Context: an optimization exercise on an open-source flow, tuned for a short achievable clock period and few clock cycles. The choices shown serve that exercise and are no tape-out recipe. The RTL was checked by simulation tests, not by an equivalence proof against the original design.

==> trial 72: inputs <==
==> flow/design.v <==
`default_nettype none
package riscv_pkg;
	typedef enum logic [6:0] {
		OP_LW  = 7'b0000011,
		OP_SW  = 7'b0100011,
		OP_R   = 7'b0110011,
		OP_I   = 7'b0010011,
		OP_BEQ = 7'b1100011,
		OP_JAL = 7'b1101111
	} opcode_t;
	typedef enum logic [2:0] {
		ALU_ADD = 3'd0,
		ALU_SUB = 3'd1,
		ALU_AND = 3'd2,
		ALU_OR  = 3'd3,
		ALU_SLT = 3'd4
	} alu_op_t;
	typedef enum logic [1:0] {
		IMM_I = 2'd0,
		IMM_S = 2'd1,
		IMM_B = 2'd2,
		IMM_J = 2'd3
	} imm_src_t;
	typedef enum logic [1:0] {
		RES_ALU = 2'd0,  
		RES_MEM = 2'd1,  
		RES_PC4 = 2'd2   
	} result_src_t;
	typedef enum logic [1:0] {
		FWD_RF  = 2'd0,
		FWD_WB  = 2'd1,
		FWD_MEM = 2'd2
	} fwd_sel_t;
endpackage
`default_nettype wire
`timescale 1ns/1ps
`default_nettype none
module riscv_core (
	input  logic                               clk,
	input  logic                               rst,
	input  logic                               imem_we,
	input  logic [$clog2(64)-1:0]  imem_addr,
	input  logic [32-1:0]                imem_wdata,
	output logic                               wb_valid,
	output logic [5-1:0]              wb_rd,
	output logic [32-1:0]                wb_data,
	output logic                               st_valid,
	output logic [32-1:0]                st_addr,
	output logic [32-1:0]                st_data
);
	localparam logic [6:0] OP_LW  = 7'b0000011;
	localparam logic [6:0] OP_SW  = 7'b0100011;
	localparam logic [6:0] OP_R   = 7'b0110011;
	localparam logic [6:0] OP_I   = 7'b0010011;
	localparam logic [6:0] OP_BEQ = 7'b1100011;
	localparam logic [6:0] OP_JAL = 7'b1101111;
	function automatic logic [5:0] pred_next(input logic [31:0] w, input logic [5:0] idx);
		if (w[6:0] == OP_JAL)
			pred_next = idx + w[27:22];
		else if (w[6:0] == OP_BEQ && w[19:15] == w[24:20])
			pred_next = idx + {w[27:25], w[11:9]};
		else
			pred_next = idx + 6'd1;
	endfunction
	logic [31:0] imem  [0:63];
	logic [5:0]  inext [0:63];
	always_ff @(posedge clk) begin
		if (rst && imem_we) begin
			imem[imem_addr]  <= imem_wdata;
			inext[imem_addr] <= pred_next(imem_wdata, imem_addr);
		end
	end
	logic        wr0;
	logic [31:0] w0;
	logic [5:0]  n0;
	assign wr0 = imem_we && imem_addr == 6'd0;
	assign w0  = wr0 ? imem_wdata : imem[0];
	assign n0  = wr0 ? pred_next(imem_wdata, 6'd0) : inext[0];
	logic [5:0]  pc;       
	logic [31:0] ir;       
	logic [5:0]  pc_d;
	logic        v_d;
	logic        v_e, wr_e, wrnz_e, ld_e, st_e, br_e;
	logic        sel_sum_e, sel_sub_e, sel_and_e, sel_or_e, sel_slt_e;
	logic [4:0]  rd_e;
	logic [5:0]  tgt_e;
	logic [31:0] a_e, b_e, s_e;
	logic        redirect;
	logic [31:0] res_e;
	always_ff @(posedge clk) begin
		if (rst) begin
			ir   <= w0;
			pc_d <= 6'd0;
			v_d  <= 1'b1;
			pc   <= n0;
		end else begin
			ir   <= imem[pc];
			pc_d <= pc;
			v_d  <= !redirect;
			pc   <= redirect ? tgt_e : inext[pc];
		end
	end
	logic [6:0]  op;
	logic [2:0]  f3;
	logic [4:0]  rs1, rs2, rd;
	logic        is_r, is_i, is_ld, is_st, is_br, is_jal;
	logic        wr_d, use_imm;
	logic [31:0] imm, link, rf1, rf2, fa_v, fb_v;
	logic        fa, fb;
	assign op  = ir[6:0];
	assign f3  = ir[14:12];
	assign rs1 = ir[19:15];
	assign rs2 = ir[24:20];
	assign rd  = ir[11:7];
	assign is_r   = op == OP_R;
	assign is_i   = op == OP_I;
	assign is_ld  = op == OP_LW;
	assign is_st  = op == OP_SW;
	assign is_br  = op == OP_BEQ;
	assign is_jal = op == OP_JAL;
	assign wr_d    = is_r || is_i || is_ld || is_jal;
	assign use_imm = is_i || is_ld || is_st || is_jal;
	always_comb begin
		if (is_st)       imm = {{20{ir[31]}}, ir[31:25], ir[11:7]};
		else if (is_jal) imm = '0;
		else             imm = {{20{ir[31]}}, ir[31:20]};
	end
	assign link = {23'd0, {1'b0, pc_d} + 7'd1, 2'b00};
	logic [31:0] rf [1:31];
	assign rf1 = (rs1 == 5'd0) ? '0 : rf[rs1];
	assign rf2 = (rs2 == 5'd0) ? '0 : rf[rs2];
	always_ff @(posedge clk) begin
		if (v_e && wrnz_e) begin
			rf[rd_e] <= res_e;
		end
	end
	assign fa   = v_e && wrnz_e && rd_e == rs1;
	assign fb   = v_e && wrnz_e && rd_e == rs2;
	assign fa_v = fa ? res_e : rf1;
	assign fb_v = fb ? res_e : rf2;
	always_ff @(posedge clk) begin
		v_e <= !rst && v_d && !redirect;
	end
	always_ff @(posedge clk) begin
		wr_e      <= wr_d;
		wrnz_e    <= wr_d && rd != 5'd0;
		ld_e      <= is_ld;
		st_e      <= is_st;
		br_e      <= is_br && rs1 != rs2;  
		rd_e      <= rd;
		tgt_e     <= pc_d + {ir[27:25], ir[11:9]};
		sel_sub_e <= is_r && f3 == 3'b000 && ir[30];
		sel_slt_e <= is_r && f3 == 3'b010;
		sel_or_e  <= is_r && f3 == 3'b110;
		sel_and_e <= is_r && f3 == 3'b111;
		sel_sum_e <= !is_ld && !(is_r && (f3 == 3'b010 || f3 == 3'b110 || f3 == 3'b111 ||
			(f3 == 3'b000 && ir[30])));
		a_e       <= is_jal ? link : fa_v;
		b_e       <= use_imm ? imm : fb_v;
		s_e       <= fb_v;
	end
	logic [31:0] sum, diff, ld_v;
	logic [7:0]  ea;
	logic        slt;
	assign sum  = a_e + b_e;
	assign diff = a_e - b_e;
	assign slt  = (a_e[31] ^ b_e[31]) ? a_e[31] : diff[31];
	assign ea   = a_e[7:0] + b_e[7:0];
	logic [31:0] dmem [0:63];
	assign ld_v = dmem[ea[7:2]];
	always_ff @(posedge clk) begin
		if (v_e && st_e) begin
			dmem[ea[7:2]] <= s_e;
		end
	end
	assign res_e = ({32{sel_sum_e}} & sum)
		| ({32{sel_sub_e}} & diff)
		| ({32{sel_and_e}} & (a_e & b_e))
		| ({32{sel_or_e}}  & (a_e | b_e))
		| {31'd0, sel_slt_e & slt}
		| ({32{ld_e}} & ld_v);
	assign redirect = v_e && br_e && a_e == s_e;
	always_ff @(posedge clk) begin
		if (rst) begin
			wb_valid <= 1'b0;
			st_valid <= 1'b0;
		end else begin
			wb_valid <= v_e && wr_e;
			st_valid <= v_e && st_e;
		end
	end
	always_ff @(posedge clk) begin
		wb_rd   <= rd_e;
		wb_data <= res_e;
		st_addr <= sum;
		st_data <= s_e;
	end
endmodule
`default_nettype wire
==> flow/run.sh <==
#!/bin/bash
# synth_recipe.tcl (not shown) runs the flow's synth.tcl, then flattens the netlist and writes it again
# the make line also repeats each setting of config.mk as NAME=value (left out here)
make -C /OpenROAD-flow-scripts/flow DESIGN_CONFIG=/design/flow/config.mk WORK_HOME=/design/flow/orfs CLKGATE_MAP_FILE= SYNTH_SCRIPT=/design/flow/synth_recipe.tcl finish
==> flow/config.mk <==
export PLATFORM = sky130hd
export DESIGN_NAME = riscv_core
export DESIGN_NICKNAME = riscv_core
export VERILOG_FILES = /design/flow/design.v
export SDC_FILE = /design/flow/constraint.sdc
export NUM_CORES = 4
export LEC_CHECK = 0
export CAP_MARGIN = 20
export CORE_MARGIN = 2
export CORE_UTILIZATION = 40
export SLEW_MARGIN = 20
==> flow/constraint.sdc <==
create_clock -name core_clock -period 6.2 [get_ports {clk}]
set_input_delay 1.2400 -clock core_clock [delete_from_list [all_inputs] [get_ports {clk}]]
set_output_delay 1.2400 -clock core_clock [all_outputs]
set_load 0.01 [all_outputs]
==> trial 66: changes against trial 72 <==
--- a/flow/design.v
+++ b/flow/design.v
@@ -129,15 +129,23 @@
 	logic [31:0] rf [1:31];
 	assign rf1 = (rs1 == 5'd0) ? '0 : rf[rs1];
 	assign rf2 = (rs2 == 5'd0) ? '0 : rf[rs2];
-	always_ff @(posedge clk) begin
-		if (v_e && wrnz_e) begin
-			rf[rd_e] <= res_e;
-		end
-	end
-	assign fa   = v_e && wrnz_e && rd_e == rs1;
+	logic wrnz_w;
+	always_ff @(posedge clk) begin
+		if (wrnz_w) begin
+			rf[wb_rd] <= wb_data;
+		end
+	end
+	logic        fa_w, fb_w;
+	logic [31:0] ra, rb, rbi;
+	assign fa   = v_e && wrnz_e && rd_e == rs1 && !is_jal;
 	assign fb   = v_e && wrnz_e && rd_e == rs2;
-	assign fa_v = fa ? res_e : rf1;
-	assign fb_v = fb ? res_e : rf2;
+	assign fa_w = wrnz_w && wb_rd == rs1;
+	assign fb_w = wrnz_w && wb_rd == rs2;
+	assign ra   = is_jal ? link : fa_w ? wb_data : rf1;
+	assign rb   = fb_w ? wb_data : rf2;
+	assign rbi  = use_imm ? imm : rb;
+	assign fa_v = fa ? res_e : ra;
+	assign fb_v = fb ? res_e : rb;
 	always_ff @(posedge clk) begin
 		v_e <= !rst && v_d && !redirect;
 	end
@@ -155,8 +163,8 @@
 		sel_and_e <= is_r && f3 == 3'b111;
 		sel_sum_e <= !is_ld && !(is_r && (f3 == 3'b010 || f3 == 3'b110 || f3 == 3'b111 ||
 			(f3 == 3'b000 && ir[30])));
-		a_e       <= is_jal ? link : fa_v;
-		b_e       <= use_imm ? imm : fb_v;
+		a_e       <= fa_v;
+		b_e       <= (fb && !use_imm) ? res_e : rbi;
 		s_e       <= fb_v;
 	end
 	logic [31:0] sum, diff, ld_v;
@@ -183,8 +191,10 @@
 	always_ff @(posedge clk) begin
 		if (rst) begin
 			wb_valid <= 1'b0;
+			wrnz_w   <= 1'b0;
 			st_valid <= 1'b0;
 		end else begin
+			wrnz_w   <= v_e && wrnz_e;
 			wb_valid <= v_e && wr_e;
 			st_valid <= v_e && st_e;
 		end
CORE_UTILIZATION = 35   (was 40)
==> run notes <==
Die height = 762 um
Met2 Routed Length = 339000 um
# nets final = 12800
Hold Crit Start = ir[12]
Routed WL = 742000 um
Worst Reg-to-Reg Cells = 17
Post-Layout Inst Area = 0.264 mm^2
Share of layout cells above drive strength 1 = 24.3%
Cell family with most CP delay = buffers and inverters
Die X = 762 um
CP bufs+invs = 7
Outcome = complete, no violations
DRT Pass-1 Iters = 9
-- figures above: trial 72

==> run notes <==
Outcome = complete, no violations
# nets final = 13000
Met2 Routed Length = 344000 um
Hold Crit Start = rd_e[3]
Die X = 817 um
Die height = 817 um
Post-Layout Inst Area = 0.266 mm^2
-- figures above: trial 66

Testbench counts of trial 72, summed over its fixed seeds: cycles 74,704.
Testbench counts of trial 66, summed over its fixed seeds: cycles 74,704.

[port drivers added, routing unchanged]
The flow's constraints put no driver on any port. The routed layouts listed below were extracted and timed again, unchanged, in two steps. Step 1 assumes that a clkbuf_16 drives the clock port and a buf_2 every other input. Step 2 times the ports against the registers' clock, not the clock port: input delays grow and output delays shrink by t, the midpoint of the rising clock arrivals with the driver on. a / b / c = no drivers / after step 1 / after step 2; a / b = the first two.
run	t, ns	setup WS [ns]	hold WS [ns]
trial 72	1.200	0.167 / 0.167 / 0.167	0.406 / 0.406 / 0.406
trial 66	1.230	0.192 / 0.192 / 0.192	0.393 / 0.329 / 0.393
After both steps setup and hold are still met in every run listed.
